This is an optimization exercise on Yosys and OpenROAD, whose aim is small area, not a production implementation.
The RTL was checked by simulation tests, not by an equivalence proof against the original design.
Power figures rest on the tool's default switching activity, not on a simulated workload.

$ cat run.sh
#!/bin/bash
# synth_recipe.tcl (not shown) runs the flow's synth.tcl, then flattens the netlist and writes it again
# the make line also repeats each setting of config.mk as NAME=value (left out here)
make -C /OpenROAD-flow-scripts/flow DESIGN_CONFIG=/design/flow/config.mk WORK_HOME=/design/flow/orfs CLKGATE_MAP_FILE= SYNTH_SCRIPT=/design/flow/synth_recipe.tcl finish
$ cat config.mk
export PLATFORM = sky130hd
export DESIGN_NAME = exp_shifter_gen2
export DESIGN_NICKNAME = exp_shifter_gen2
export VERILOG_FILES = /design/flow/design.v
export SDC_FILE = /design/flow/constraint.sdc
export NUM_CORES = 4
export LEC_CHECK = 0
export CAP_MARGIN = 20
export CORE_MARGIN = 2
export CORE_UTILIZATION = 60
export CTS_CLUSTER_DIAMETER = 80
export CTS_CLUSTER_SIZE = 24
export SLEW_MARGIN = 20
$ cat constraint.sdc
create_clock -name core_clock -period 7.0 [get_ports {clk}]
set_input_delay 1.4000 -clock core_clock [delete_from_list [all_inputs] [get_ports {clk}]]
set_output_delay 1.4000 -clock core_clock [all_outputs]
set_load 0.01 [all_outputs]
$ cat design.v
module exp_shifter_gen2 (
   input  logic        clk,
   input  logic        sync_reset,
   input  logic        s_axis_tvalid,
   input  logic [31:0] s_axis_tdata,
   input  logic [23:0] s_axis_tuser,
   input  logic        s_axis_tlast,
   output logic        s_axis_tready,
   input  logic [3:0]  avg_shift,
   input  logic        bypass,
   input  logic        sat_clear,
   output logic        sat_flag,
   output logic        eob_tag,
   output logic        m_axis_tvalid,
   output logic [31:0] m_axis_tdata,
   output logic [23:0] m_axis_tuser,
   output logic        m_axis_tlast,
   input  logic        m_axis_tready
);
   localparam int DEPTH  = 48;
   localparam int BEAT_W = 57;
   logic [DEPTH-1:0][BEAT_W-1:0] q_mem;
   logic [5:0]  held_q;         
   logic [2:0]  fly_q;          
   logic [12:0] avg_q;
   logic        first_q;
   logic [3:0]  amt_q;          
   logic [1:0]  sat_q;
   logic        vld_q;
   logic        full_q, full_h_q;   
   logic        sat_flag_q;
   logic        take, rd, out_vld, blk_start;
   logic [5:0]  held_d;
   logic [2:0]  fly_d;
   logic [1:0]  n_fly_d;
   logic [4:0]  e, afl;
   logic [6:0]  t;
   logic [3:0]  amt_new, amt;
   logic [3:0]  ash;
   logic signed [14:0] diff, delta;
   logic [12:0] avg_new;
   logic [1:0]  lsat;
   logic [31:0] sdata;
   logic [BEAT_W-1:0] head;
   assign s_axis_tready = ~full_q;
   assign take      = s_axis_tvalid & s_axis_tready;
   assign out_vld   = vld_q;
   assign rd        = out_vld & m_axis_tready;
   assign held_d    = held_q + 6'(take) - 6'(rd);
   assign fly_d     = {fly_q[1:0], take};
   assign n_fly_d   = {1'b0, fly_d[0]} + {1'b0, fly_d[1]} + {1'b0, fly_d[2]};
   assign blk_start = (s_axis_tuser[10:0] == 11'd0);
   assign e         = s_axis_tuser[20:16];
   assign afl       = avg_q[12:8];
   always_comb begin
      t = 7'd9 + {2'b0, afl} - {2'b0, e};
      if (t[6])              amt_new = 4'd0;
      else if (t > 7'd14)    amt_new = 4'd14;
      else                   amt_new = t[3:0];
      if (first_q)           amt_new = 4'd9;
      if (bypass)            amt_new = 4'd7;
      amt = blk_start ? amt_new : amt_q;
   end
   always_comb begin
      ash     = (avg_shift > 4'd8) ? 4'd8 : avg_shift;
      diff    = $signed({2'b00, e, 8'h00}) - $signed({2'b00, avg_q});
      delta   = diff >>> ash;
      avg_new = first_q ? {e, 8'h00} : 13'(avg_q + delta);
   end
   for (genvar g = 0; g < 2; g++) begin : g_lane
      logic signed [23:0] w;
      logic [16:0]        r;
      assign w = $signed({s_axis_tdata[16*g +: 16], 8'h00}) >>> amt;
      assign r = w[16:0] + {16'b0, amt[3]};
      assign lsat[g] = ~((&w[23:16]) | ~(|w[23:16]));
      assign sdata[16*g +: 16] = lsat[g] ? {w[23], {15{~w[23]}}} : r[16:1];
   end
   logic [DEPTH-1:0] rsel;
   always_comb begin
      for (int i = 0; i < DEPTH; i++) rsel[i] = out_vld & (held_q == 6'(i + 1));
      head = '0;
      for (int i = 0; i < DEPTH; i++) head = head | ({BEAT_W{rsel[i]}} & q_mem[i]);
   end
   assign m_axis_tvalid = out_vld;
   assign m_axis_tdata  = head[56:25];
   assign m_axis_tuser  = head[24:1];
   assign m_axis_tlast  = head[0];
   assign eob_tag       = head[24];
   assign sat_flag      = sat_flag_q;
   logic hold;
   logic [DEPTH-1:0][BEAT_W-1:0] q_shift;
   assign hold    = ~s_axis_tvalid | full_h_q;
   assign q_shift = {q_mem[DEPTH-2:0], {sdata, s_axis_tuser, s_axis_tlast}};
   always_ff @(posedge clk) begin
      q_mem <= ({(DEPTH*BEAT_W){take}} & q_shift) | ({(DEPTH*BEAT_W){hold}} & q_mem);
   end
   always_ff @(posedge clk or posedge sync_reset) begin
      if (sync_reset) begin
         held_q     <= '0;
         vld_q      <= 1'b0;
         full_q     <= 1'b0;
         full_h_q   <= 1'b0;
         fly_q      <= '0;
         avg_q      <= '0;
         first_q    <= 1'b1;
         amt_q      <= 4'd7;
         sat_q      <= '0;
         sat_flag_q <= 1'b0;
      end else begin
         held_q     <= held_d;
         full_q     <= (held_d == 6'd48);
         full_h_q   <= held_d[5] & held_d[4];
         vld_q      <= (held_d != {4'b0, n_fly_d});
         fly_q      <= fly_d;
         sat_q      <= {sat_q[0], take & (|lsat)};
         sat_flag_q <= (sat_flag_q & ~sat_clear) | sat_q[1];
         if (take & blk_start) begin
            avg_q   <= avg_new;
            first_q <= 1'b0;
            amt_q   <= amt_new;
         end
      end
   end
endmodule
==> metrics.md, run 1 <==
| Metric | Value |
|---|---|
| Setup slack, reg-to-reg | `1.32 ns` |
| RSZ-0062 raised after global routing | `no` |
| Max Freq | `149 MHz` |
| Setup_tns | `0 ns` |
| Final Cell Area | `0.110 mm2` |
| Clock tree from TritonCTS | `built` |
| Hold path start | `fly_q[0]` |
| Initial Util | `60.4%` |
| Tot Pwr | `48,300 uW` |
| Vias/cell | `7.77` |
| Post-DP HPWL | `215,000 um` |
| CP Max Fanout | `25` |
| Hold Crit Endpoint | `fly_q[1]` |
| # clock sinks | `2,768` |
| Post-cts hold buffer count | `0` |
| Post-synthesis area per instance | `11.3 um2` |
| Launch point of the worst reg-to-reg path | `avg_q[9]` |
| Via count | `84.8k` |
| Wire length per cell | `33.7 um` |
| R2R cell count | `18` |
| Chip width | `417 um` |
| Clk root buf | `clkbuf_16` |
| Tot GR Track Use | `40.3%` |
| Filler cell count | `13.2k` |
| Cell taking the most area after synthesis | `dfxtp_1` |
| Die H | `417 um` |
| Final cell count without fillers | `10.9k` |
| Share of synthesized registers carrying an async set or reset | `1.16%` |
| Max-cap violations | `0` |
| Run status | `timing/DRC/antenna clean` |
| Setup violations, final | `0` |
| Final slew viol count | `0` |
| Routed wire length | `367,000 um` |
| Worst VDD drop | `0.290 mV` |
| WP data arrival | `5.29 ns` |
| Core region area | `0.169 mm2` |
| H-Tree Depth | `4` |
| DR DRC count | `0` |
| Hold Slack | `0.396 ns` |
| Drt first pass iters | `8` |
| CTS resizes | `0` |
| CTS buffer count | `137` |
| Cells after Synth | `9,044` |
| Post-layout nets | `8,766` |
| GPL Wtd Cong | `0.908` |
| Final ANT Viol Nets | `0` |
| Share of layout cells above drive strength 1 | `6.45%` |
| Most frequent cells in the layout | `3,221 x a22o_1, 2,736 x dfxtp_1, 513 x a221oi_1, 362 x a22oi_1, 233 x buf_4` |
| CP Capture Type | `output port` |
| Setup Crit Path Kind | `reg2out` |
| First-pass GRT wire length | `533,000 um` |
| Fin. Hold Viols | `0` |
| Top-area cell type share of the netlist area | `53.5%` |
| Worst hold path class | `reg2reg` |
| Number of enable flip-flop cells after synthesis | `0` |
| Largest net degree at the start of global routing | `243` |
| Hold Path Cell Cnt | `0` |
| Area Overhead vs Synth | `7.61%` |
| Startpoint Class | `flop` |
| Most used DFF post-synth | `dfxtp_1` |
| Initial DRC count | `14.2k` |
| Fin crit period | `6.69 ns` |
| Buffer levels on the longest clock path | `3` |
| Placed Area | `0.106 mm2` |
| Synth warn | `1` |
| Max_slew headroom | `11.6%` |
| Seq cells post-synth | `2,768` |
| Commonest non-fill, non-tap cell in the layout | `a22o_1` |
| Worst-Skew Late Latency | `0.85 ns` |
| CP required | `5.60 ns` |
| Post-Synthesis Cell Area | `0.102 mm2` |
| Initial antenna violation count | `15` |
| I/O Pins | `128` |
| Tcrit/Tclk final | `95.6%` |
| Clk slew on worst S/H paths | `0.08 ns` |
| # placed instances | `10.7k` |
| Remaining global-route overflow | `0` |
| Mapped Nets | `9,158` |
| Yosys cell types | `88` |
| Die area | `0.174 mm2` |
| Leak | `0.0437 uW` |
| P per Cell Area | `438 mW/mm2` |
| Post-CTS Setup Inserts | `0` |
| Crit Reg-Reg Endpoint | `q_mem[39]` |
| Register area share after synthesis | `54.3%` |
| Clk_skew | `0.0496 ns` |
| Rows | `151` |
| IO Port Bufs | `127` |
| Ranking of synthesized cells by area | `dfxtp_1 53%, a22o_1 28%, a221oi_1 4.4%, clkbuf_1 3.3%, a22oi_1 2.7%` |
| Vias in the first global route | `77.2k` |
| Worst-Margin Slew | `1.32 ns` |
cells in the mapped netlist, types with 8 or more instances:
cell type  number
mux2_2         11
inv_1          56
a22oi_1       362
or3_1          12
nor3_1         33
nand4_1       187
o21ai_0        72
or4_1          59
o211ai_1       15
o21a_1          8
a221oi_1      513
nor2b_1         9
xor2_1         23
xnor2_1        22
dfrtp_1        28
nor4_1         10
nand2_1       108
nand2b_1        8
and2_1         13
buf_1          50
a211oi_1       22
o22ai_1        16
mux2i_1        38
a21boi_0       10
clkbuf_1      892
nor2_1        119
buf_2          12
dfxtp_1      2736
ha_1           42
a21oi_1        78
a21o_1         11
a22o_1       3221
nand3_1        88
a31oi_1        10
worst max-delay path by stage:
stage / from / endpoint / slack (ns) / cells after the start
final: held_q[5] / m_axis_tdata[22] / 0.31 / 10
after global routing: held_q[5] / m_axis_tdata[13] / 0.29 / 11
after CTS: held_q[4] / m_axis_tdata[24] / 0.36 / 11
after detailed placement: s_axis_tuser[17] / q_mem[40] / -0.07 / 20
after global placement: s_axis_tuser[17] / q_mem[39] / 0.01 / 18
after floorplan: s_axis_tuser[17] / q_mem[50] / 0.75 / 20
state kept, by name, summed over array words and instances (netlist names):
| register | flops |
|---|---|
| held_q | 6 |
| fly_q | 2 |
| vld_q | 1 |
| full_q | 1 |
| full_h_q | 1 |
| q_mem | 2736 |
| avg_q | 13 |
| sat_q | 2 |
| sat_flag_q | 1 |
| amt_q | 4 |
| first_q | 1 |
critical path: stages, from the launching register on:
cell	delay (ns)
dfrtp_1	0.41
inv_1	0.08
ha_1	0.16
nand2_1	0.58
buf_4	0.45
nor2_4	0.63
buf_4	0.75
a221oi_1	0.23
nand4_1	0.18
or4_1	0.34
clkdlybuf4s50_1	0.61
final cells by class:
cell class,count,area [um2],area share (%)
timing repair buffer,427,4380,3.97
clock inverter,20,255,0.232
clock buffer,150,3620,3.29
multi-input combinational,5261,43400,39.4
tap,2218,2780,2.52
sequential,2768,55600,50.4
inverter,57,221,0.201
antenna,2,5.00,0.00454
per-layer routing:
metal	vias up	part of all wire, %	GRT usage, %
met5	-	0.040	0
met3	1002	12	8.46
met2	5595	43	59.9
li1	35741	-	-
met1	42409	40	56.4
met4	22	5.1	18.3
through the flow:
step	worst slack (ns)	utilization, %
floorplan	0.754	-
global placement	0.0110	62.7
detailed placement	-0.0655	62.8
CTS	0.361	65.0
global route	0.295	65.0
finish	0.310	65.0
power by group:
part	leakage, uW	switching (uW)	internal (uW)
Clock	0.00190	5130	3820
Combinational	0.0188	6750	6250
Sequential	0.0230	5110	21300
cell families (layout without fill, tap and decap cells):
family | Yosys count | in the layout | share of synthesized area, %
other | 0 | 2 | 0
adders and majority gates | 47 | 47 | 0.611
AOI/OAI and AO/OA | 4443 | 4443 | 36.9
muxes | 52 | 52 | 0.536
DFF | 2768 | 2768 | 54.3
and+or+nand+nor | 674 | 674 | 3.56
xor gates and xnor gates | 45 | 45 | 0.385
buffers and inverters | 1015 | 654 | 3.76
==> inputs of run 2 (changes only) <==
--- a/config.mk
+++ b/config.mk
@@ -5,9 +5,10 @@
 export SDC_FILE = /design/flow/constraint.sdc
 export NUM_CORES = 4
 export LEC_CHECK = 0
-export CAP_MARGIN = 20
+export CAP_MARGIN = 10
 export CORE_MARGIN = 2
 export CORE_UTILIZATION = 60
 export CTS_CLUSTER_DIAMETER = 80
 export CTS_CLUSTER_SIZE = 24
-export SLEW_MARGIN = 20
+export GPL_TIMING_DRIVEN = 0
+export SLEW_MARGIN = 10
==> run 2 against run 1 <==
Against the previous run:
- the run now fails in 5_1_grt
- synthesized area stayed put
- synthesized cell count unchanged
==> metrics.md, run 2 <==
| Metric | Value |
|---|---|
| Most frequent cell after synthesis | `a22o_1` |
| Adder-cell share of the synthesized area | `0.611% (unchanged)` |
| I/O Pins | `128 (unchanged)` |
| Post-DP HPWL | `534,000 um (+150%)` |
| IO Port Bufs | `123 (-3.1%)` |
| Seq cells post-synth | `2,768 (unchanged)` |
| Synth warn | `1 (unchanged)` |
| Largest net degree at the start of global routing | `33` |
| First-pass GRT wire length | `1,140,000 um` |
| GPL Wtd Cong | `1.33 (+47%)` |
| # clock sinks | `2,768 (unchanged)` |
| Mux contribution to synthesized area | `0.536% (unchanged)` |
| Main combinational cell family by area after synthesis | `compound AO/OA/AOI/OAI gates` |
| Most used DFF post-synth | `dfxtp_1` |
| Log Error | `[ERROR GRT-0116] Global routing finished with congestion. Check the congestion regions in the DRC Viewer.` |
| Placed Area | `0.112 mm2 (+5.7%)` |
| Yosys cell types | `88 (unchanged)` |
| H-Tree Depth | `4 (unchanged)` |
| Register area share after synthesis | `54.3% (unchanged)` |
| Top-area cell type share of the netlist area | `53.5% (unchanged)` |
| Rows | `151 (unchanged)` |
| # placed instances | `11.6k (+8.2%)` |
| Run status | `stopped before the end` |
| Fail Step | `5_1_grt` |
| Vias in the first global route | `115k` |
| Die H | `417 um (unchanged)` |
| Number of enable flip-flop cells after synthesis | `0 (unchanged)` |
| Remaining global-route overflow | `2,628` |
| Simple-gate share of the synthesized area | `3.56% (unchanged)` |
| Post-synthesis xor/xnor area fraction | `0.385% (unchanged)` |
| Buffer levels on the longest clock path | `3 (unchanged)` |
| Clk root buf | `clkbuf_16` |
| Post-Synthesis Cell Area | `0.102 mm2 (unchanged)` |
| Share of synthesized registers carrying an async set or reset | `1.16% (unchanged)` |
| Ranking of synthesized cells by area | `dfxtp_1 53%, a22o_1 28%, a221oi_1 4.4%, clkbuf_1 3.3%, a22oi_1 2.7%` |
| Initial Util | `60.4% (unchanged)` |
| Mapped Nets | `9,158 (unchanged)` |
| Post-CTS Setup Inserts | `0 (unchanged)` |
| Compound-Gate Fraction of Synth Area | `36.9% (unchanged)` |
| Post-cts hold buffer count | `0 (unchanged)` |
| Commonest cells in the synthesized netlist | `3,221 x a22o_1, 2,736 x dfxtp_1, 892 x clkbuf_1` |
| Tot GR Track Use | `93.1%` |
| Chip width | `417 um (unchanged)` |
| Cell taking the most area after synthesis | `dfxtp_1` |
| Post-synthesis area per instance | `11.3 um2 (unchanged)` |
| Cells after Synth | `9,044 (unchanged)` |
| CTS buffer count | `138 (+0.73%)` |
-- run 2: cell counts after synthesis --
No cell type changed its count.
-- run 2: per-stage QoR --
step           setup WS (ns)  hold WS [ns]
4_1_cts              0.00613         0.362
2_1_floorplan          0.754         0.331
3_5_place_dp           -1.56         0.340
3_3_place_gp           -2.48         0.344
-- run 2: cell families after synthesis --
| group | after synthesis |
|---|---|
| multiplexers | 52 |
| buffers and inverters | 1015 |
| AO/OA/AOI/OAI | 4443 |
| AND/OR/NAND/NOR | 674 |
| flip-flops | 2768 |
| adder cells (fa/ha/maj) | 47 |
| XOR/XNOR | 45 |
-- run 2: routing by layer --
metal | GRT usage [%] | overflow
met5 | 79.0 | 58
met2 | 98.5 | 970
met3 | 90.2 | 472
met4 | 89.7 | 665
met1 | 92.9 | 463
-- run 2: how the worst max path moves through the flow --
| stage | from | to |
|---|---|---|
| 4_1_cts | held_q[1] | m_axis_tuser[3] |
| 2_1_floorplan | s_axis_tuser[17] | q_mem[50] |
| 3_3_place_gp | held_q[2] | m_axis_tdata[22] |
| 3_5_place_dp | s_axis_tuser[17] | q_mem[54] |
-- run 2: power groups by stage --
stage | clock network [uW] | logic, uW | registers [uW]
3_5_place_dp | 0 | 17400 | 27200
3_3_place_gp | 0 | 16300 | 27000
2_1_floorplan | 0 | 8780 | 24600
4_1_cts | 9250 | 17500 | 26900
-- run 2: timing repair --
item,in CTS
endpoints found under the setup margin,78
pin swaps,0
gates resized for setup,17
==> inputs of run 3 (changes only) <==
--- a/config.mk
+++ b/config.mk
@@ -5,10 +5,9 @@
 export SDC_FILE = /design/flow/constraint.sdc
 export NUM_CORES = 4
 export LEC_CHECK = 0
-export CAP_MARGIN = 10
+export CAP_MARGIN = 0
 export CORE_MARGIN = 2
 export CORE_UTILIZATION = 60
 export CTS_CLUSTER_DIAMETER = 80
 export CTS_CLUSTER_SIZE = 24
-export GPL_TIMING_DRIVEN = 0
-export SLEW_MARGIN = 10
+export SLEW_MARGIN = 0
==> run 3 against run 2 <==
Against the previous run:
- now clean on timing, DRC and antenna
- synthesized cell count unchanged
- synthesized area unchanged
==> metrics.md, run 3 <==
| Metric | Value |
|---|---|
| Ranking of synthesized cells by area | `dfxtp_1 53%, a22o_1 28%, a221oi_1 4.4%, clkbuf_1 3.3%, a22oi_1 2.7%` |
| Sw power | `17,000 uW` |
| Setup_tns | `0 ns` |
| Worst path buffer plus inverter count | `4` |
| Rows | `151 (unchanged)` |
| Crit-path slowest cell | `nor2_4` |
| Top-area cell type share of the netlist area | `53.5% (unchanged)` |
| Fin. Hold Viols | `0` |
| Share of layout cells above drive strength 1 | `6.34%` |
| Share of power burned in registers | `54.7%` |
| CTS buffer count | `137 (-0.72%)` |
| Post-layout nets | `8,760` |
| DR DRC count | `0` |
| Final slew viol count | `0` |
| Register area share after synthesis | `54.3% (unchanged)` |
| Core region area | `0.169 mm2` |
| Clock tree from TritonCTS | `built` |
| Clk root buf | `clkbuf_16` |
| Hold Slack | `0.399 ns` |
| Post-CTS Setup Inserts | `0 (unchanged)` |
| Clk pwr share | `18.5%` |
| Power share of the combinational group | `26.9%` |
| Worst-Skew Late Latency | `0.86 ns` |
| Switching portion of total power | `35.2%` |
| Pre-CTS setup slack | `-0.0320 ns (+1.53 ns)` |
| Initial antenna violation count | `11` |
| Remaining global-route overflow | `0` |
| Buffer levels on the longest clock path | `3 (unchanged)` |
| RSZ-0062 raised after global routing | `no` |
| CP delay by family, top | `simple AND/OR/NAND/NOR gates` |
| Startpoint Class | `flop` |
| Worst-Margin Slew | `1.44 ns` |
| Area Overhead vs Synth | `7.46%` |
| Post-DP HPWL | `214,000 um (-60%)` |
| Leak | `0.0437 uW` |
| CTS resizes | `0 (-17)` |
| Commonest cells in the synthesized netlist | `3,221 x a22o_1, 2,736 x dfxtp_1, 892 x clkbuf_1` |
| Mapped Nets | `9,158 (unchanged)` |
| Yosys cell types | `88 (unchanged)` |
| H-Tree Depth | `4 (unchanged)` |
| Initial DRC count | `14.4k` |
| Most frequent cell after synthesis | `a22o_1` |
| Wire length per cell | `33.6 um` |
| Post-cts hold buffer count | `0 (unchanged)` |
| Tot GR Track Use | `40.2%` |
| Adder-cell share of the synthesized area | `0.611% (unchanged)` |
| Vias/cell | `7.80` |
| Routed wire length | `366,000 um` |
| First-pass GRT wire length | `532,000 um` |
| Slowest Stage Delay on Critical Path | `0.99 ns` |
| Share of synthesized registers carrying an async set or reset | `1.16% (unchanged)` |
| Most frequent cells in the layout | `3,221 x a22o_1, 2,736 x dfxtp_1, 513 x a221oi_1, 362 x a22oi_1, 233 x buf_4` |
| Setup Crit Path Kind | `reg2out` |
| Seq cells post-synth | `2,768 (unchanged)` |
| P_int | `31,300 uW` |
| Clk_skew | `0.0540 ns` |
| Compound-Gate Fraction of Synth Area | `36.9% (unchanged)` |
| Cell taking the most area after synthesis | `dfxtp_1` |
| Max FFs per register | `2,736` |
| Max_slew headroom | `3.59%` |
| P per Cell Area | `438 mW/mm2` |
| IO Port Bufs | `127 (+3.3%)` |
| Placed Area | `0.106 mm2 (-5.5%)` |
| Initial Util | `60.4% (unchanged)` |
| I/O Pins | `128 (unchanged)` |
| Die area | `0.174 mm2` |
| Largest net degree at the start of global routing | `243` |
| Worst hold path class | `reg2reg` |
| Chip width | `417 um (unchanged)` |
| Max-cap violations | `0` |
| Cells after Synth | `9,044 (unchanged)` |
| Via count | `85.1k` |
| Setup violations, final | `0` |
| WP data arrival | `5.38 ns` |
| Worst VDD drop | `0.321 mV` |
| Simple-gate share of the synthesized area | `3.56% (unchanged)` |
| Final ANT Viol Nets | `0` |
| Final Cell Area | `0.110 mm2` |
| Post-synthesis area per instance | `11.3 um2 (unchanged)` |
| Leading registers by flop count | `q_mem (2736), avg_q (13), held_q (6)` |
| Fin crit period | `6.78 ns` |
| Drt first pass iters | `8` |
| Run status | `timing/DRC/antenna clean` |
| Biggest register | `q_mem` |
| Worst Setup Slack, final | `0.215 ns` |
| Synth warn | `1 (unchanged)` |
| # clock sinks | `2,768 (unchanged)` |
| Crit path cell chain | `inv_1 -> ha_1 -> nand2_1 -> buf_4 -> nor2_4 -> buf_4 -> a22oi_1 -> nand4_1 -> or4_1 -> clkdlybuf4s50_1` |
| Die H | `417 um (unchanged)` |
| GPL Wtd Cong | `0.908 (-32%)` |
| Tcrit/Tclk final | `96.9%` |
| CP required | `5.60 ns` |
| Max Freq | `147 MHz` |
| Main combinational cell family by area after synthesis | `compound AO/OA/AOI/OAI gates` |
| Post-Synthesis Cell Area | `0.102 mm2 (unchanged)` |
| Vias in the first global route | `77.1k` |
| CP most frequent cell | `buf_4` |
| CP Capture Type | `output port` |
| Post-synthesis xor/xnor area fraction | `0.385% (unchanged)` |
| Clk slew on worst S/H paths | `0.08 ns` |
| Number of enable flip-flop cells after synthesis | `0 (unchanged)` |
| CP Max Fanout | `17` |
| Commonest non-fill, non-tap cell in the layout | `a22o_1` |
| Most used DFF post-synth | `dfxtp_1` |
| Mux contribution to synthesized area | `0.536% (unchanged)` |
==> run 3: worst paths after layout <==
path | start | to | slack [ns] | cells after the start
setup / recovery | held_q[4] | m_axis_tdata[29] | 0.22 | 10
hold / removal | fly_q[0] | fly_q[1] | 0.40 | 0
setup reg to reg | avg_q[9] | q_mem[40] | 1.35 | 20
hold reg to reg | fly_q[0] | fly_q[1] | 0.40 | 0
max in group asynchronous | sync_reset | first_q | 5.21 | 3
min in group asynchronous | sync_reset | sat_q[0] | 0.96 | 2
==> run 3: layer usage <==
metal	global-route usage, %	share of wire, %
met5	0	0.042
met4	18.5	5.1
met3	7.92	11
met2	59.7	43
met1	56.5	40
==> run 3: area by class of cell <==
cell class	count	area [um2]
diodes	6	15.0
clock inverters	16	201
well taps	2218	2780
clock buffers	154	3650
repair buffers	421	4240
flip-flops and latches	2768	55600
fillers	13227	59400
inverters	57	221
multi-input cells	5261	43400
==> run 3: logic make-up (layout without fill, tap and decap cells) <==
kind of cell             after synthesis  in the layout
multiplexers                          52             52
flip-flops                          2768           2768
adder cells (fa/ha/maj)               47             47
XOR/XNOR                              45             45
AND/OR/NAND/NOR                      674            674
buffers and inverters               1015            648
other                                  0              6
AO/OA/AOI/OAI                       4443           4443
==> run 3: stage by stage <==
| stage | power, uW | cells | util [%] |
|---|---|---|---|
| 2_1_floorplan | 33400 | 9044 | - |
| 3_3_place_gp | 38600 | 10725 | 62.7 |
| 3_5_place_dp | 39000 | 10725 | 62.7 |
| 4_1_cts | 47700 | 10895 | 64.9 |
| 5_1_grt | 50000 | 10896 | 64.9 |
| 6_report | 48200 | 10901 | 65.0 |
==> run 3: power groups by stage <==
stage / clock (uW) / combinational [uW] / sequential [uW]
floorplan: 0 / 8780 / 24600
global placement: 0 / 12400 / 26200
detailed placement: 0 / 12700 / 26300
CTS: 8920 / 12800 / 26000
global route: 9460 / 13800 / 26800
finish: 8900 / 13000 / 26400
==> inputs of run 4 (changes only) <==
==> flow/run.sh (new file) <==
#!/bin/bash
# Layout flow: the standard flow (standard.sh), with two changes:
#  - synthesis is the standard flow's own script, except that ABC maps the logic with an
#    area-oriented script (flow/area.abc) instead of ORFS's speed script; the
#    flip-flops, their cells and names are untouched (ABC only maps logic);
#  - port buffers use the smallest buffer, and CTS settings come from CTS_ARGS.
set -euo pipefail
W=$(pwd)
F=$W/flow
{
cat <<EOT
proc abc {args} {
  set i [lsearch -exact \$args -script]
  if {\$i >= 0} { set args [lreplace \$args [expr {\$i+1}] [expr {\$i+1}] $F/area.abc] }
  yosys abc {*}\$args
}
EOT
cat "$W/synth_recipe.tcl"
} > "$W/area_synth.tcl"
sed "s|$W/synth_recipe.tcl|$W/area_synth.tcl|g" "$W/standard.sh" > "$W/area_standard.sh"
grep -q "area_synth.tcl" "$W/area_standard.sh"
if [[ -f "$F/env.sh" ]]; then source "$F/env.sh"; fi
bash "$W/area_standard.sh" > "$W/flow.log" 2>&1
==> flow/area.abc (new file) <==
&get -n
&st
&syn2
&dch
&nf -a
&put
==> flow/env.sh (new file) <==
export BUFFER_PORTS_ARGS="-buffer_cell sky130_fd_sc_hd__buf_1"
export CTS_ARGS="-sink_clustering_enable -repair_clock_nets -sink_clustering_size 24 -sink_clustering_max_diameter 80 -dont_use_dummy_load"
==> standard.sh (new file) <==
#!/bin/bash
# synth_recipe.tcl (not shown) runs the flow's synth.tcl, then flattens the netlist and writes it again
# the make line also repeats each setting of config.mk as NAME=value (left out here)
make -C /OpenROAD-flow-scripts/flow DESIGN_CONFIG=/design/flow/config.mk WORK_HOME=/design/flow/orfs CLKGATE_MAP_FILE= SYNTH_SCRIPT=/design/flow/synth_recipe.tcl "${@:-finish}"
==> config.mk (replaced) <==
export PLATFORM = sky130hd
export DESIGN_NAME = exp_shifter_gen2
export DESIGN_NICKNAME = exp_shifter_gen2
export VERILOG_FILES = /design/flow/design.v
export SDC_FILE = /design/flow/constraint.sdc
export NUM_CORES = 4
export LEC_CHECK = 0
export CAP_MARGIN = 20
export CORE_MARGIN = 2
export CORE_UTILIZATION = 60
export SLEW_MARGIN = 20
removed: run.sh
==> run 4 against run 3 <==
Against the previous run:
- still clean
- synthesized area is 5.4% lower
- clock power decreased by 5.5%
- wire length is 8.9% lower
- critical path type unchanged
==> metrics.md, run 4 <==
| Metric | Value |
|---|---|
| Run status | `timing/DRC/antenna clean` |
| CP most frequent cell | `buf_4` |
| Remaining global-route overflow | `0 (unchanged)` |
| Share of power burned in registers | `56.2% (+1.5 points)` |
| Largest net degree at the start of global routing | `310 (+28%)` |
| Core region area | `0.161 mm2 (-5.3%)` |
| Top-area cell type share of the netlist area | `56.5% (+3.1 points)` |
| Area Overhead vs Synth | `9.61%` |
| Post-layout nets | `8,520 (-2.7%)` |
| P per Cell Area | `439 mW/mm2 (+0.11%)` |
| Cells after Synth | `7,942 (-12%)` |
| Via count | `81.4k (-4.3%)` |
| Setup Crit Path Kind | `reg2out` |
| Share of layout cells above drive strength 1 | `4.71% (-1.6 points)` |
| Clk pwr share | `18.0% (-0.5 points)` |
| Startpoint Class | `flop` |
| Drt first pass iters | `9 (+1)` |
| Initial DRC count | `16.0k (+11%)` |
| CP Max Fanout | `23 (+6)` |
| Post-Synthesis Cell Area | `0.0969 mm2 (-5.4%)` |
| Share of synthesized registers carrying an async set or reset | `1.16% (unchanged)` |
| Fin crit period | `6.28 ns (-0.509 ns)` |
| Tot GR Track Use | `38.7% (-1.5 points)` |
| Setup violations, final | `0 (unchanged)` |
| Setup_tns | `0 ns (unchanged)` |
| CP Capture Type | `output port` |
| Most frequent cells in the layout | `2,863 x a22o_1, 2,736 x dfxtp_1, 496 x a222oi_1, 304 x nand2_1, 277 x a22oi_1` |
| Commonest cells in the synthesized netlist | `2,863 x a22o_1, 2,736 x dfxtp_1, 496 x a222oi_1` |
| Buffer levels on the longest clock path | `3 (unchanged)` |
| Leading registers by flop count | `q_mem (2736), avg_q (13), held_q (6)` |
| Slowest Stage Delay on Critical Path | `0.98 ns (about the same)` |
| Biggest register | `q_mem` |
| Max-cap violations | `0 (unchanged)` |
| Met3 usage | `7.51% (-0.41 points)` |
| Seq cells post-synth | `2,768 (unchanged)` |
| Max Freq | `159 MHz (+8.1%)` |
| Worst VDD drop | `0.427 mV (+33%)` |
| Synth warn | `1 (unchanged)` |
| CTS resizes | `0 (unchanged)` |
| GR Util met2 | `57.3% (-2.4 points)` |
| Worst-Skew Late Latency | `0.82 ns (-0.04 ns)` |
| Post-synthesis area per instance | `12.2 um2 (+7.7%)` |
| Crit path cell chain | `nand2_1 -> buf_4 -> nor2_4 -> buf_4 -> a222oi_1 -> and3_1 -> nand4_1 -> buf_1` |
| GPL Wtd Cong | `0.886 (-2.4%)` |
| Post-cts hold buffer count | `0 (unchanged)` |
| Routed wire length | `334,000 um (-8.9%)` |
| # clock sinks | `2,768 (unchanged)` |
| H-Tree Depth | `4 (unchanged)` |
| Worst path buffer plus inverter count | `3 (-1)` |
| Register area share after synthesis | `57.3% (+3.1 points)` |
| Met1 Use GR | `55.2% (-1.3 points)` |
| Tcrit/Tclk final | `89.7% (-7.3 points)` |
| Final slew viol count | `0 (unchanged)` |
| Post-CTS Setup Inserts | `0 (unchanged)` |
| First-pass GRT wire length | `488,000 um (-8.3%)` |
| Ranking of synthesized cells by area | `dfxtp_1 57%, a22o_1 26%, a222oi_1 5.1%, a22oi_1 2.1%, nand2_1 1.2%` |
| Sw power | `16,200 uW (-4.4%)` |
| Commonest non-fill, non-tap cell in the layout | `a22o_1` |
| Clk slew on worst S/H paths | `0.09 ns (about the same)` |
| Vias/cell | `7.71 (-1.2%)` |
| Chip width | `406 um (-2.7%)` |
| CTS buffer count | `137 (unchanged)` |
| Worst hold path class | `reg2reg` |
| Post-DP HPWL | `189,000 um (-12%)` |
| Most used DFF post-synth | `dfxtp_1` |
| Crit-path slowest cell | `nor2_4` |
| Clk root buf | `clkbuf_16` |
| Mapped Nets | `8,056 (-12%)` |
| Power share of the combinational group | `25.7% (-1.2 points)` |
| I/O Pins | `128 (unchanged)` |
| Worst-Margin Slew | `1.28 ns (-0.164 ns)` |
| Final ANT Viol Nets | `0 (unchanged)` |
| GRT Max-Usage Layer | `met2` |
| RSZ-0062 raised after global routing | `no` |
| Cell taking the most area after synthesis | `dfxtp_1` |
| P_int | `30,400 uW (-2.8%)` |
| Leak | `0.0415 uW (-4.8%)` |
| Switching portion of total power | `34.8% (-0.37 points)` |
| Clock tree from TritonCTS | `built` |
| Rows | `147 (-2.6%)` |
| Die area | `0.165 mm2 (-5.3%)` |
| Most frequent cell after synthesis | `a22o_1` |
| Die H | `406 um (-2.7%)` |
| DR DRC count | `0 (unchanged)` |
| Vias in the first global route | `73.8k (-4.3%)` |
| Fin. Hold Viols | `0 (unchanged)` |
| Initial antenna violation count | `7 (-4)` |
| CP required | `5.60 ns (about the same)` |
| Wire length per cell | `31.6 um (-6.0%)` |
| IO Port Bufs | `127 (unchanged)` |
| Yosys cell types | `61 (-31%)` |
| Tot Pwr | `46,600 uW (-3.4%)` |
| Number of enable flip-flop cells after synthesis | `0 (unchanged)` |
| Max FFs per register | `2,736 (unchanged)` |
| WP data arrival | `4.88 ns (-0.50 ns)` |
| CP delay by family, top | `simple AND/OR/NAND/NOR gates` |
| Clk_skew | `0.0620 ns (+0.00795 ns)` |
| Initial Util | `60.4% (-0.093 points)` |
| Max_slew headroom | `14.7% (+11 points)` |
## run 4: final cells by class
| type | instances | area, um2 |
|---|---|---|
| Sequential cell | 2768 | 55600 |
| Fill cell | 12597 | 54300 |
| Multi-Input combinational cell | 5137 | 41600 |
| Clock buffer | 137 | 3430 |
| Timing Repair Buffer | 326 | 2740 |
| Tap cell | 2160 | 2700 |
| Inverter | 36 | 161 |
| Antenna cell | 2 | 5.00 |
## run 4: path summary, 6_finish.rpt
path | from | end | slack (ns) | cells past startpoint
min | sat_q[0] | sat_q[1] | 0.30 | 0
max in group asynchronous | sync_reset | first_q | 5.92 | 3
max reg2reg | avg_q[9] | q_mem[41] | 1.11 | 22
max | vld_q | m_axis_tdata[18] | 0.72 | 8
min in group asynchronous | sync_reset | sat_q[1] | 0.70 | 3
min reg2reg | sat_q[0] | sat_q[1] | 0.30 | 0
## run 4: power groups by stage
stage	Sequential, uW	Combinational, uW	Clock (uW)
global route	26700	12800	8980
finish	26200	12000	8410
detailed placement	26200	11700	0
floorplan	24600	9730	0
CTS	25900	11800	8460
global placement	26100	11400	0
## run 4: routing by layer
| layer | wire length (um) | vias up |
|---|---|---|
| met5 | 13 | - |
| met4 | 15400 | 2 |
| met3 | 37800 | 856 |
| met2 | 145000 | 4970 |
| met1 | 136000 | 40667 |
| li1 | - | 34934 |
## run 4: stage by stage
step	util [%]	instances	hold WS (ns)	setup WS (ns)	instance area [um2]
after floorplan	-	7942	0.331	-9.22	97000
after detailed placement	64.0	10426	0.345	0.0798	103000
after global placement	63.9	10420	0.336	0.151	103000
after CTS	66.1	10563	0.297	0.790	106000
after global routing	66.2	10564	0.310	0.204	106000
final	66.2	10566	0.301	0.724	106000
## run 4: logic make-up (layout without fill, tap and decap cells)
| family | count (synthesis) | after routing | synth area share [%] |
|---|---|---|---|
| simple gates | 938 | 938 | 4.85 |
| flops | 2768 | 2768 | 57.3 |
| fa+ha+maj | 47 | 47 | 0.646 |
| xor+xnor | 43 | 43 | 0.389 |
| mux | 27 | 27 | 0.283 |
| compound gates | 4082 | 4082 | 36.3 |
| other cells | 0 | 2 | 0 |
| buf+inv | 37 | 499 | 0.147 |
==> inputs of run 5 (changes only) <==
--- a/design.v
+++ b/design.v
@@ -76,10 +76,15 @@
       assign sdata[16*g +: 16] = lsat[g] ? {w[23], {15{~w[23]}}} : r[16:1];
    end
    logic [DEPTH-1:0] rsel;
+   logic [15:0][BEAT_W-1:0] g3;
+   logic [3:0][BEAT_W-1:0]  g12;
    always_comb begin
       for (int i = 0; i < DEPTH; i++) rsel[i] = out_vld & (held_q == 6'(i + 1));
-      head = '0;
-      for (int i = 0; i < DEPTH; i++) head = head | ({BEAT_W{rsel[i]}} & q_mem[i]);
+      for (int g = 0; g < 16; g++)
+         g3[g] = ({BEAT_W{rsel[3*g]}} & q_mem[3*g]) | ({BEAT_W{rsel[3*g+1]}} & q_mem[3*g+1])
+               | ({BEAT_W{rsel[3*g+2]}} & q_mem[3*g+2]);
+      for (int g = 0; g < 4; g++) g12[g] = g3[4*g] | g3[4*g+1] | g3[4*g+2] | g3[4*g+3];
+      head = g12[0] | g12[1] | g12[2] | g12[3];
    end
    assign m_axis_tvalid = out_vld;
    assign m_axis_tdata  = head[56:25];
==> flow/area.abc (replaced) <==
&get -n
&st
&synch2
&nf -a
&put
--- a/config.mk
+++ b/config.mk
@@ -7,5 +7,5 @@
 export LEC_CHECK = 0
 export CAP_MARGIN = 20
 export CORE_MARGIN = 2
-export CORE_UTILIZATION = 60
+export CORE_UTILIZATION = 66
 export SLEW_MARGIN = 20
==> run 5 against run 4 <==
Against the previous run:
- critical endpoint is now m_axis_tuser[22]
- register-to-register slack better by 0.37 ns
- first-iteration DRC count decreased by 8.3%
- clock power is 1% lower
- combinational power about the same
- global-route usage fell by 3.0 points
- final area is 1.8% lower
- synthesized cell count fell by 3.7%
- non-clock buffer count decreased by 45
- flip-flop and latch count stayed put
- maximum frequency fell by 1.5%
- via count fell by 4.7%
==> metrics.md, run 5 <==
| Metric | Value |
|---|---|
| Run status | `timing/DRC/antenna clean` |
| Setup_tns | `0 ns (unchanged)` |
| Buffer levels on the longest clock path | `3 (unchanged)` |
| Post-Synthesis Cell Area | `0.0958 mm2 (-1.1%)` |
| I/O Pins | `128 (unchanged)` |
| Initial Util | `66.6% (+6.3 points)` |
| Drt first pass iters | `10 (+1)` |
| Die H | `385 um (-5.1%)` |
| Chip width | `385 um (-5.1%)` |
| Hold Slack | `0.419 ns (+0.118 ns)` |
| P per Cell Area | `440 mW/mm2 (+0.45%)` |
| Post-DP HPWL | `165,000 um (-13%)` |
| Clk root buf | `clkbuf_16` |
| Most frequent cells in the layout | `2,736 x dfxtp_1, 2,725 x a22o_1, 912 x a222oi_1, 177 x nand4_1, 137 x clkbuf_16` |
| Worst-Margin Slew | `1.25 ns (-0.0274 ns)` |
| Ranking of synthesized cells by area | `dfxtp_1 57%, a22o_1 25%, a222oi_1 9.5%, nand4_1 1.2%, dfrtp_1 0.73%` |
| Final ANT Viol Nets | `0 (unchanged)` |
| CP Max Fanout | `23 (unchanged)` |
| Cell taking the most area after synthesis | `dfxtp_1` |
| Crit-path slowest cell | `nor3_1` |
| Post-cts hold buffer count | `0 (unchanged)` |
| RSZ-0062 raised after global routing | `no` |
| Register area share after synthesis | `58.0% (+0.64 points)` |
| Leak | `0.0401 uW (-3.4%)` |
| # clock sinks | `2,768 (unchanged)` |
| CTS resizes | `0 (unchanged)` |
| Largest net degree at the start of global routing | `260 (-16%)` |
| Met3 usage | `6.00% (-1.5 points)` |
| Setup Crit Path Kind | `reg2out` |
| Vias/cell | `7.78 (+0.93%)` |
| Seq cells post-synth | `2,768 (unchanged)` |
| Final slew viol count | `0 (unchanged)` |
| Share of synthesized registers carrying an async set or reset | `1.16% (unchanged)` |
| CTS buffer count | `137 (unchanged)` |
| Post-CTS Setup Inserts | `0 (unchanged)` |
| Die area | `0.148 mm2 (-10%)` |
| CP most frequent cell | `buf_4` |
| Post-synthesis area per instance | `12.5 um2 (+2.7%)` |
| Commonest cells in the synthesized netlist | `2,736 x dfxtp_1, 2,725 x a22o_1, 912 x a222oi_1` |
| Commonest non-fill, non-tap cell in the layout | `dfxtp_1` |
| Max_slew headroom | `16.3% (+1.6 points)` |
| GPL Wtd Cong | `0.847 (-4.4%)` |
| Tot GR Track Use | `35.7% (-3.0 points)` |
| Routed wire length | `278,000 um (-17%)` |
| Clk slew on worst S/H paths | `0.09 ns (about the same)` |
| GR Util met2 | `53.7% (-3.6 points)` |
| Tcrit/Tclk final | `91.0% (+1.3 points)` |
| Max Freq | `157 MHz (-1.5%)` |
| Mapped Nets | `7,766 (-3.6%)` |
| WP data arrival | `4.97 ns (+0.09 ns)` |
| Wire length per cell | `27.9 um (-12%)` |
| Final core utilization | `72.5% (+6.3 points)` |
| Most used DFF post-synth | `dfxtp_1` |
| Fin crit period | `6.37 ns (+0.0938 ns)` |
| Max FFs per register | `2,736 (unchanged)` |
| Synth warn | `1 (unchanged)` |
| First-pass GRT wire length | `422,000 um (-13%)` |
| Crit path cell chain | `clkinv_1 -> ha_1 -> nand2_1 -> buf_4 -> nor2_4 -> buf_4 -> a222oi_1 -> nand4_1 -> nor3_1 -> nand3_1 -> buf_1` |
| Setup violations, final | `0 (unchanged)` |
| Biggest register | `q_mem` |
| Post-layout nets | `8,185 (-3.9%)` |
| Clk_skew | `0.0529 ns (-0.00912 ns)` |
| Startpoint Class | `flop` |
| Vias in the first global route | `69.8k (-5.4%)` |
| Fin. Hold Viols | `0 (unchanged)` |
| H-Tree Depth | `4 (unchanged)` |
| Area Overhead vs Synth | `8.78%` |
| Remaining global-route overflow | `0 (unchanged)` |
| Worst VDD drop | `0.325 mV (-24%)` |
| CP required | `5.60 ns (about the same)` |
| Via count | `77.6k (-4.7%)` |
| CP Capture Type | `output port` |
| Leading registers by flop count | `q_mem (2736), avg_q (13), held_q (6)` |
| Yosys cell types | `56 (-8.2%)` |
| Rows | `139 (-5.4%)` |
| Cells after Synth | `7,652 (-3.7%)` |
| Most frequent cell after synthesis | `dfxtp_1` |
| Worst-Skew Late Latency | `0.79 ns (-0.03 ns)` |
| Initial antenna violation count | `3 (-4)` |
| Met1 Use GR | `52.4% (-2.8 points)` |
| Share of layout cells above drive strength 1 | `4.37% (-0.34 points)` |
| Clock tree from TritonCTS | `built` |
| IO Port Bufs | `127 (unchanged)` |
| Initial DRC count | `14.7k (-8.3%)` |
| DR DRC count | `0 (unchanged)` |
| Core region area | `0.144 mm2 (-10%)` |
| GRT Max-Usage Layer | `met2` |
| Top-area cell type share of the netlist area | `57.1% (+0.63 points)` |
| Max-cap violations | `0 (unchanged)` |
| Slowest Stage Delay on Critical Path | `0.84 ns (-0.14 ns)` |
| Worst hold path class | `reg2reg` |
| Number of enable flip-flop cells after synthesis | `0 (unchanged)` |
[run 5: changes by cell type in the layout (fill, tap and decap cells not counted), sizes merged, moves of 75 or more]
cell / before / now
a222oi: 496 / 912
a22o: 2863 / 2725
a221oi: 105 / 1
a22oi: 277 / 0
nand2: 305 / 112
nor3: 31 / 106
[run 5: layer usage]
layer | routed length, um | vias up | part of all wire [%]
met5 | 27 | - | 0.0097
met4 | 7940 | 4 | 2.9
met3 | 28100 | 433 | 10
met2 | 124000 | 3906 | 45
met1 | 118000 | 38864 | 43
li1 | - | 34399 | -
[run 5: stage by stage]
stage	area (um2)	power, uW	setup slack [ns]	instances
2_1_floorplan	95900	34100	-9.21	7652
3_3_place_gp	101000	36700	0.488	9833
3_5_place_dp	101000	37400	0.472	9834
4_1_cts	104000	45600	0.681	9971
5_1_grt	104000	48000	0.427	9972
6_report	104000	45900	0.631	9977
[run 5: cell type report]
type	count	area, um2
Multi-Input combinational cell	4841	40500
Clock buffer	137	3430
Inverter	42	184
Sequential cell	2768	55600
Antenna cell	5	12.5
Tap cell	1903	2380
Timing Repair Buffer	281	2160
Fill cell	10155	39600
[run 5: logic make-up after synthesis]
| group | Yosys count | share of synthesized area (%) |
|---|---|---|
| AOI/OAI and AO/OA | 4006 | 36.7 |
| muxes | 13 | 0.141 |
| DFF | 2768 | 58.0 |
| buffers and inverters | 43 | 0.172 |
| and+or+nand+nor | 731 | 3.93 |
| xor gates and xnor gates | 44 | 0.402 |
| adders and majority gates | 47 | 0.653 |
[run 5: worst paths after layout]
path | cells past startpoint | slack, ns | start | end
max | 11 | 0.63 | held_q[4] | m_axis_tuser[22]
min reg2reg | 0 | 0.42 | fly_q[0] | fly_q[1]
min in group asynchronous | 3 | 0.74 | sync_reset | sat_q[0]
max reg2reg | 20 | 1.48 | avg_q[9] | q_mem[33]
max in group asynchronous | 3 | 5.84 | sync_reset | held_q[5]
min | 0 | 0.42 | fly_q[0] | fly_q[1]
[run 5: worst max-delay path, delay by kind of cell (launching register included)]
kind                     cells  cell delay (ns)
AO/OA/AOI/OAI                1             0.33
AND/OR/NAND/NOR              5             2.28
adder cells (fa/ha/maj)      1             0.21
buffers and inverters        4             0.92
flip-flops                   1             0.41
[run 5: power breakdown]
part           leakage (uW)  internal, uW  switching [uW]
clock network       0.00169          3510            4780
registers            0.0230         21100            4540
logic                0.0154          5470            6490
==> inputs of run 6 (changes only) <==
--- a/config.mk
+++ b/config.mk
@@ -7,5 +7,5 @@
 export LEC_CHECK = 0
 export CAP_MARGIN = 20
 export CORE_MARGIN = 2
-export CORE_UTILIZATION = 66
+export CORE_UTILIZATION = 60
 export SLEW_MARGIN = 20
==> run 6 against run 5 <==
Against the previous run:
- still clean on timing, DRC and antenna
- hold slack lost 0.0048 ns
- first-iteration DRC count is 2.2% higher
- flip-flop and latch count stayed put
- worst setup slack lost 0.023 ns
- critical path depth up 1
- clock power rose by 0.7%
- final cell count increased by 1.9%
- total power is essentially flat
- synthesized cell count unchanged
==> metrics.md, run 6 <==
| Metric | Value |
|---|---|
| Run status | `timing/DRC/antenna clean` |
| Slowest Stage Delay on Critical Path | `0.88 ns (+0.04 ns)` |
| Post-CTS Setup Inserts | `0 (unchanged)` |
| Seq cells post-synth | `2,768 (unchanged)` |
| # clock sinks | `2,768 (unchanged)` |
| Vias in the first global route | `69.7k (-0.16%)` |
| Commonest non-fill, non-tap cell in the layout | `dfxtp_1` |
| Final core utilization | `66.1% (-6.4 points)` |
| Initial Util | `60.4% (-6.2 points)` |
| Final ANT Viol Nets | `0 (unchanged)` |
| Setup violations, final | `0 (unchanged)` |
| Top-area cell type share of the netlist area | `57.1% (unchanged)` |
| Switching portion of total power | `34.3% (-0.12 points)` |
| Final slew viol count | `0 (unchanged)` |
| Most frequent cell after synthesis | `dfxtp_1` |
| Worst-Margin Slew | `1.21 ns (-0.0429 ns)` |
| Setup_tns | `0 ns (unchanged)` |
| Worst-Skew Late Latency | `0.78 ns (about the same)` |
| CTS resizes | `0 (unchanged)` |
| Simple-gate share of the synthesized area | `3.93% (unchanged)` |
| Max FFs per register | `2,736 (unchanged)` |
| Post-cts hold buffer count | `0 (unchanged)` |
| Met2 Wirelength | `124,000 um (about the same)` |
| Mux contribution to synthesized area | `0.141% (unchanged)` |
| H-Tree Depth | `4 (unchanged)` |
| Drt first pass iters | `10 (unchanged)` |
| Clk_skew | `0.0921 ns (+0.0393 ns)` |
| Clk pwr share | `18.2% (+0.2 points)` |
| Clk slew on worst S/H paths | `0.09 ns (about the same)` |
| Highest layer used for signal routing | `met5` |
| Wire length per cell | `27.9 um (about the same)` |
| RSZ-0062 raised after global routing | `no` |
| Worst hold path class | `reg2reg` |
| Cell taking the most area after synthesis | `dfxtp_1` |
| Setup slack, reg-to-reg | `1.56 ns (+0.08 ns)` |
| Die H | `404 um (+4.8%)` |
| Fin. Hold Viols | `0 (unchanged)` |
| Post-layout nets | `8,204 (+0.23%)` |
| Post-Synthesis Cell Area | `0.0958 mm2 (unchanged)` |
| Mapped Nets | `7,766 (unchanged)` |
| CP Max Fanout | `38 (+65%)` |
| First-pass GRT wire length | `431,000 um (+2.0%)` |
| Pre-CTS setup slack | `0.508 ns (+0.0365 ns)` |
| Synth warn | `1 (unchanged)` |
| P per Cell Area | `438 mW/mm2 (-0.52%)` |
| Tot GR Track Use | `33.1% (-2.6 points)` |
| Commonest cells in the synthesized netlist | `2,736 x dfxtp_1, 2,725 x a22o_1, 912 x a222oi_1` |
| IO Port Bufs | `127 (unchanged)` |
| Leading registers by flop count | `q_mem (2736), avg_q (13), held_q (6)` |
| CTS buffer count | `138 (+0.73%)` |
| Startpoint Class | `flop` |
| Most used DFF post-synth | `dfxtp_1` |
| Post-synthesis area per instance | `12.5 um2 (unchanged)` |
| Multi-input combinational cell area | `0.0405 mm2 (unchanged)` |
| Initial antenna violation count | `8 (+5)` |
| Post-DP HPWL | `170,000 um (+2.9%)` |
| Tcrit/Tclk final | `91.3% (+0.33 points)` |
| Share of power burned in registers | `55.7% (-0.2 points)` |
| DR DRC count | `0 (unchanged)` |
| WP data arrival | `4.99 ns (+0.02 ns)` |
| Post-synthesis xor/xnor area fraction | `0.402% (unchanged)` |
| Routed wire length | `284,000 um (+1.9%)` |
| Sw power | `15,800 uW (-0.32%)` |
| Ranking of synthesized cells by area | `dfxtp_1 57%, a22o_1 25%, a222oi_1 9.5%, nand4_1 1.2%, dfrtp_1 0.73%` |
| Most frequent cells in the layout | `2,736 x dfxtp_1, 2,725 x a22o_1, 912 x a222oi_1, 177 x nand4_1, 138 x clkbuf_16` |
| Compound-Gate Fraction of Synth Area | `36.7% (unchanged)` |
| Cells after Synth | `7,652 (unchanged)` |
| CP Capture Type | `output port` |
| Core region area | `0.159 mm2 (+10%)` |
| Max Freq | `156 MHz (-0.37%)` |
| Biggest register | `q_mem` |
| Max_slew headroom | `19.4% (+3.1 points)` |
| Via count | `77.7k (+0.097%)` |
| Clock tree from TritonCTS | `built` |
| Crit-path slowest cell | `nor2_4` |
| Chip width | `404 um (+4.8%)` |
| Buffer levels on the longest clock path | `3 (unchanged)` |
| Fin crit period | `6.39 ns (+0.0234 ns)` |
| Share of synthesized registers carrying an async set or reset | `1.16% (unchanged)` |
| Register area share after synthesis | `58.0% (unchanged)` |
| Vias/cell | `7.64 (-1.7%)` |
| Max-cap violations | `0 (unchanged)` |
| Wire length on met3 | `25,800 um (-8.0%)` |
| P_int | `30,200 uW (+0.23%)` |
| Met1 wire length | `126,000 um (+6.4%)` |
| GPL Wtd Cong | `0.856 (+1.1%)` |
| Power share of the combinational group | `26.1% (about the same)` |
| Filler cell count | `12.3k (+21%)` |
| Die area | `0.163 mm2 (+9.9%)` |
| Register Area | `0.0556 mm2 (unchanged)` |
| Crit path cell chain | `clkinv_1 -> ha_1 -> nand2_1 -> buf_4 -> nor2_4 -> buf_4 -> a222oi_1 -> nand4_1 -> nor3_1 -> buf_4 -> nand3_1 -> buf_1` |
| Hold Slack | `0.414 ns (-0.00481 ns)` |
| I/O Pins | `128 (unchanged)` |
| Yosys cell types | `56 (unchanged)` |
| Share of layout cells above drive strength 1 | `4.60% (+0.22 points)` |
| Area Overhead vs Synth | `9.38%` |
| Adder-cell share of the synthesized area | `0.653% (unchanged)` |
| Setup Crit Path Kind | `reg2out` |
| Clk root buf | `clkbuf_16` |
| Remaining global-route overflow | `0 (unchanged)` |
| Main combinational cell family by area after synthesis | `compound AO/OA/AOI/OAI gates` |
| Largest net degree at the start of global routing | `255 (-1.9%)` |
| Worst Setup Slack, final | `0.607 ns (-0.0234 ns)` |
| Number of enable flip-flop cells after synthesis | `0 (unchanged)` |
| Worst VDD drop | `0.397 mV (+22%)` |
| Leak | `0.0403 uW (+0.35%)` |
| CP required | `5.60 ns (about the same)` |
| Initial DRC count | `15.0k (+2.2%)` |
| Rows | `146 (+5.0%)` |
| CP most frequent cell | `buf_4` |
[run 6: cell type report]
cell class / count / share of cell area [%]
diodes: 4 / 0.00955
flip-flops and latches: 2768 / 53.0
clock buffers: 138 / 3.29
repair buffers: 299 / 2.39
well taps: 2072 / 2.47
inverters: 42 / 0.175
multi-input cells: 4841 / 38.6
[run 6: per-stage QoR]
stage	cell area, um2	cells	total power [uW]
detailed placement	101000	10021	37500
global placement	101000	10020	36800
global route	105000	10160	48100
floorplan	95900	7652	34100
finish	105000	10164	45900
CTS	105000	10159	45700
[run 6: kinds of logic (layout without fill, tap and decap cells)]
family / Yosys count / in the layout
XOR/XNOR: 44 / 44
adder cells (fa/ha/maj): 47 / 47
flip-flops: 2768 / 2768
buffers and inverters: 43 / 479
multiplexers: 13 / 13
AND/OR/NAND/NOR: 731 / 731
other: 0 / 4
AO/OA/AOI/OAI: 4006 / 4006
[run 6: critical path: cells and delay by family (launching register included)]
family                   cells  cell delay (ns)
adder cells (fa/ha/maj)      1             0.13
AO/OA/AOI/OAI                1             0.21
buffers and inverters        5             1.58
flip-flops                   1             0.42
AND/OR/NAND/NOR              5             1.79
[run 6: routing by layer]
metal	global-route usage (%)	vias to the layer above
met5	0	-
met4	10.2	8
met3	5.05	394
met2	48.7	3499
met1	49.9	39296
li1	-	34484
[run 6: power groups by stage]
stage	Sequential (uW)	Combinational, uW	Clock (uW)
global route	26200	12900	9030
floorplan	24400	9680	0
finish	25600	12000	8350
CTS	25400	11900	8480
global placement	25400	11500	0
detailed placement	25600	11800	0
[run 6: final timing paths]
| path | start | depth (start not counted) | end |
|---|---|---|---|
| min in group asynchronous | sync_reset | 3 | fly_q[0] |
| setup / recovery | held_q[5] | 12 | m_axis_tuser[3] |
| hold reg to reg | fly_q[0] | 0 | fly_q[1] |
| setup reg to reg | avg_q[9] | 21 | q_mem[54] |
| hold / removal | fly_q[0] | 0 | fly_q[1] |
| max in group asynchronous | sync_reset | 3 | sat_q[1] |
==> inputs of run 7 (changes only) <==
==> flow/env.sh (replaced) <==
export BUFFER_PORTS_ARGS="-buffer_cell sky130_fd_sc_hd__buf_1"
export CTS_ARGS="-sink_clustering_enable -repair_clock_nets -sink_clustering_size 32 -sink_clustering_max_diameter 60 -dont_use_dummy_load"
==> run 7 against run 6 <==
Against the previous run:
- sequential power hardly changed
- via count hardly changed
- largest power group unchanged
- worst setup slack better by 0.054 ns
- still clean on timing, DRC and antenna
- synthesized area stayed put
==> metrics.md, run 7 <==
| Metric | Value |
|---|---|
| Cell taking the most area after synthesis | `dfxtp_1` |
| DR DRC count | `0 (unchanged)` |
| Die area | `0.163 mm2 (unchanged)` |
| Wire length per cell | `27.9 um (about the same)` |
| H-Tree Depth | `4 (unchanged)` |
| Ranking of synthesized cells by area | `dfxtp_1 57%, a22o_1 25%, a222oi_1 9.5%, nand4_1 1.2%, dfrtp_1 0.73%` |
| Commonest cells in the synthesized netlist | `2,736 x dfxtp_1, 2,725 x a22o_1, 912 x a222oi_1` |
| Final ANT Viol Nets | `0 (unchanged)` |
| R2R cell count | `21 (unchanged)` |
| WP depth | `12 (unchanged)` |
| Vias in the first global route | `69.7k (+0.029%)` |
| GPL Wtd Cong | `0.856 (unchanged)` |
| Max-cap violations | `0 (unchanged)` |
| Biggest register | `q_mem` |
| Worst-Margin Slew | `1.20 ns (-0.00934 ns)` |
| Post-synthesis area per instance | `12.5 um2 (unchanged)` |
| Vias/cell | `7.65 (about the same)` |
| First-pass GRT wire length | `431,000 um (about the same)` |
| CP Capture Type | `output port` |
| Hold Path Cell Cnt | `0 (unchanged)` |
| Drt first pass iters | `10 (unchanged)` |
| Setup_tns | `0 ns (unchanged)` |
| Seq cells post-synth | `2,768 (unchanged)` |
| Worst-Skew Late Latency | `0.80 ns (+0.02 ns)` |
| RSZ-0062 raised after global routing | `no` |
| Buffer levels on the longest clock path | `3 (unchanged)` |
| Run status | `timing/DRC/antenna clean` |
| Post-DP HPWL | `170,000 um (unchanged)` |
| Commonest non-fill, non-tap cell in the layout | `dfxtp_1` |
| CP required | `5.60 ns (about the same)` |
| Max_slew headroom | `20.0% (+0.62 points)` |
| Mapped Nets | `7,766 (unchanged)` |
| Remaining global-route overflow | `0 (unchanged)` |
| Rows | `146 (unchanged)` |
| Slowest Stage Delay on Critical Path | `0.86 ns (-0.02 ns)` |
| Synth warn | `1 (unchanged)` |
| Post-CTS Setup Inserts | `0 (unchanged)` |
| Top-area cell type share of the netlist area | `57.1% (unchanged)` |
| Routed wire length | `284,000 um (about the same)` |
| Core region area | `0.159 mm2 (unchanged)` |
| Max FFs per register | `2,736 (unchanged)` |
| Crit path cell chain | `clkinv_1 -> ha_1 -> nand2_1 -> buf_4 -> nor2_4 -> buf_4 -> a222oi_1 -> nand4_1 -> nor3_1 -> buf_4 -> nand3_1 -> buf_1` |
| Worst path buffer plus inverter count | `5 (unchanged)` |
| Clock tree from TritonCTS | `built` |
| Initial antenna violation count | `6 (-2)` |
| Met1 Use GR | `49.9% (about the same)` |
| Max Freq | `158 MHz (+0.86%)` |
| CP Max Fanout | `38 (unchanged)` |
| Area Overhead vs Synth | `9.53%` |
| # clock sinks | `2,768 (unchanged)` |
| Register area share after synthesis | `58.0% (unchanged)` |
| CTS resizes | `0 (unchanged)` |
| Largest net degree at the start of global routing | `255 (unchanged)` |
| Fin. Hold Viols | `0 (unchanged)` |
| Yosys cell types | `56 (unchanged)` |
| CP most frequent cell | `buf_4` |
| Final slew viol count | `0 (unchanged)` |
| GR Util met2 | `48.9% (+0.18 points)` |
| Met3 usage | `5.08% (+0.028 points)` |
| Share of synthesized registers carrying an async set or reset | `1.16% (unchanged)` |
| IO Port Bufs | `127 (unchanged)` |
| WP data arrival | `4.94 ns (-0.05 ns)` |
| Post-Synthesis Cell Area | `0.0958 mm2 (unchanged)` |
| Tcrit/Tclk final | `90.6% (-0.78 points)` |
| Share of layout cells above drive strength 1 | `4.67% (+0.071 points)` |
| Initial Util | `60.4% (unchanged)` |
| Worst hold path class | `reg2reg` |
| Chip width | `404 um (unchanged)` |
| Post-layout nets | `8,210 (+0.073%)` |
| GRT Max-Usage Layer | `met1` |
| Hold Slack | `0.409 ns (-0.00466 ns)` |
| CTS buffer count | `144 (+4.3%)` |
| P per Cell Area | `439 mW/mm2 (+0.19%)` |
| Startpoint Class | `flop` |
| Clk_skew | `0.112 ns (+0.0203 ns)` |
| Clk slew on worst S/H paths | `0.08 ns (about the same)` |
| Antenna Cells | `0 (-4)` |
| Crit-path slowest cell | `nor2_4` |
| Cells after Synth | `7,652 (unchanged)` |
| Number of enable flip-flop cells after synthesis | `0 (unchanged)` |
| Leading registers by flop count | `q_mem (2736), avg_q (13), held_q (6)` |
| Leak | `0.0403 uW (+0.18%)` |
| Fin crit period | `6.34 ns (-0.0544 ns)` |
| Tot GR Track Use | `33.1% (about the same)` |
| Most used DFF post-synth | `dfxtp_1` |
| Most frequent cells in the layout | `2,736 x dfxtp_1, 2,725 x a22o_1, 912 x a222oi_1, 177 x nand4_1, 144 x clkbuf_16` |
| CP delay by family, top | `simple AND/OR/NAND/NOR gates` |
| Worst VDD drop | `0.396 mV (-0.14%)` |
| Via count | `77.7k (+0.059%)` |
| Most frequent cell after synthesis | `dfxtp_1` |
| Setup Crit Path Kind | `reg2out` |
| Die H | `404 um (unchanged)` |
| Post-cts hold buffer count | `0 (unchanged)` |
| I/O Pins | `128 (unchanged)` |
| Setup violations, final | `0 (unchanged)` |
| Initial DRC count | `14.9k (-0.47%)` |
| Clk root buf | `clkbuf_16` |
==> run 7: cell families (layout without fill, tap and decap cells) <==
family / after synthesis / in the layout / share of synthesized area (%)
muxes: 13 / 13 / 0.141
buffers and inverters: 43 / 485 / 0.172
adders and majority gates: 47 / 47 / 0.653
and+or+nand+nor: 731 / 731 / 3.93
xor gates and xnor gates: 44 / 44 / 0.402
DFF: 2768 / 2768 / 58.0
AOI/OAI and AO/OA: 4006 / 4006 / 36.7
==> run 7: area by class of cell <==
type	instances	area, um2
Inverter	42	184
Fill cell	12320	53600
Timing Repair Buffer	299	2510
Clock buffer	144	3600
Sequential cell	2768	55600
Multi-Input combinational cell	4841	40500
Tap cell	2072	2590
==> run 7: routing by layer <==
metal	share of wire, %	wire length [um]	vias up
li1	-	-	34471
met1	44	126000	39352
met2	44	124000	3532
met3	9.1	25900	368
met4	2.8	8010	4
met5	0.0095	27	-
==> run 7: power breakdown <==
group / total (uW) / internal (uW) / switching (uW)
sequential: 25600 / 21100 / 4450
clock: 8480 / 3670 / 4810
combinational: 12000 / 5510 / 6500
total: 46100 / 30300 / 15800
==> run 7: worst paths after layout <==
path | startpoint | endpoint | slack (ns)
max | held_q[5] | m_axis_tuser[3] | 0.66
min | fly_q[0] | fly_q[1] | 0.41
max reg2reg | avg_q[9] | q_mem[54] | 1.63
min reg2reg | fly_q[0] | fly_q[1] | 0.41
max in group asynchronous | sync_reset | avg_q[9] | 5.78
min in group asynchronous | sync_reset | avg_q[0] | 0.70
==> run 7: metrics by stage <==
step,instances,total power [uW],util (%),cell area [um2],setup slack (ns)
after floorplan,7652,34100,-,95900,-9.21
after global placement,10020,36800,63.9,101000,0.476
after detailed placement,10021,37500,63.9,101000,0.508
after CTS,10165,45900,66.2,105000,0.679
after global routing,10166,48300,66.2,105000,0.481
final,10166,46100,66.2,105000,0.661
==> run 7: worst register-to-register path, delay by kind of cell (launching register included) <==
kind                     cells  cell delay [ns]
AO/OA/AOI/OAI                5             1.25
flip-flops                   1             0.38
buffers and inverters        5             0.71
AND/OR/NAND/NOR              8             2.05
adder cells (fa/ha/maj)      3             1.03

-- separate check: timing with driven ports --
The results above use ideal ports. As a check the final layouts listed here were re-extracted and re-timed, cells and wires unchanged.
Step 1 assumes that a clkbuf_16 drives the clock port and a buf_2 every other input.
Step 2, shift: input delay + t, output delay - t, t = (earliest + latest rising clock arrival at the registers) / 2. This alone moves slack from input paths to output paths.
a / b / c = no drivers / after step 1 / after step 2; a / b = the first two.
run	t (ns)	setup slack, ns	worst register clock-pin slew, ns
run 1	0.919	0.310 / 0.217 / -0.186	0.10 / 0.10
run 3	0.932	0.215 / 0.116 / -0.153	0.10 / 0.10
run 4	0.867	0.724 / 0.636 / -0.069	0.10 / 0.10
run 5	0.851	0.631 / 0.543 / 0.387	0.10 / 0.10
run 6	0.831	0.607 / 0.523 / 0.411	0.10 / 0.10
run 7	0.841	0.661 / 0.577 / 0.438	0.11 / 0.11
With both steps, setup timing fails in run 1, run 3 and run 4, where it was met with ideal ports. The setup slack of run 4, which loses most, moves by -0.088 ns with the drivers and by -0.793 ns with both steps.
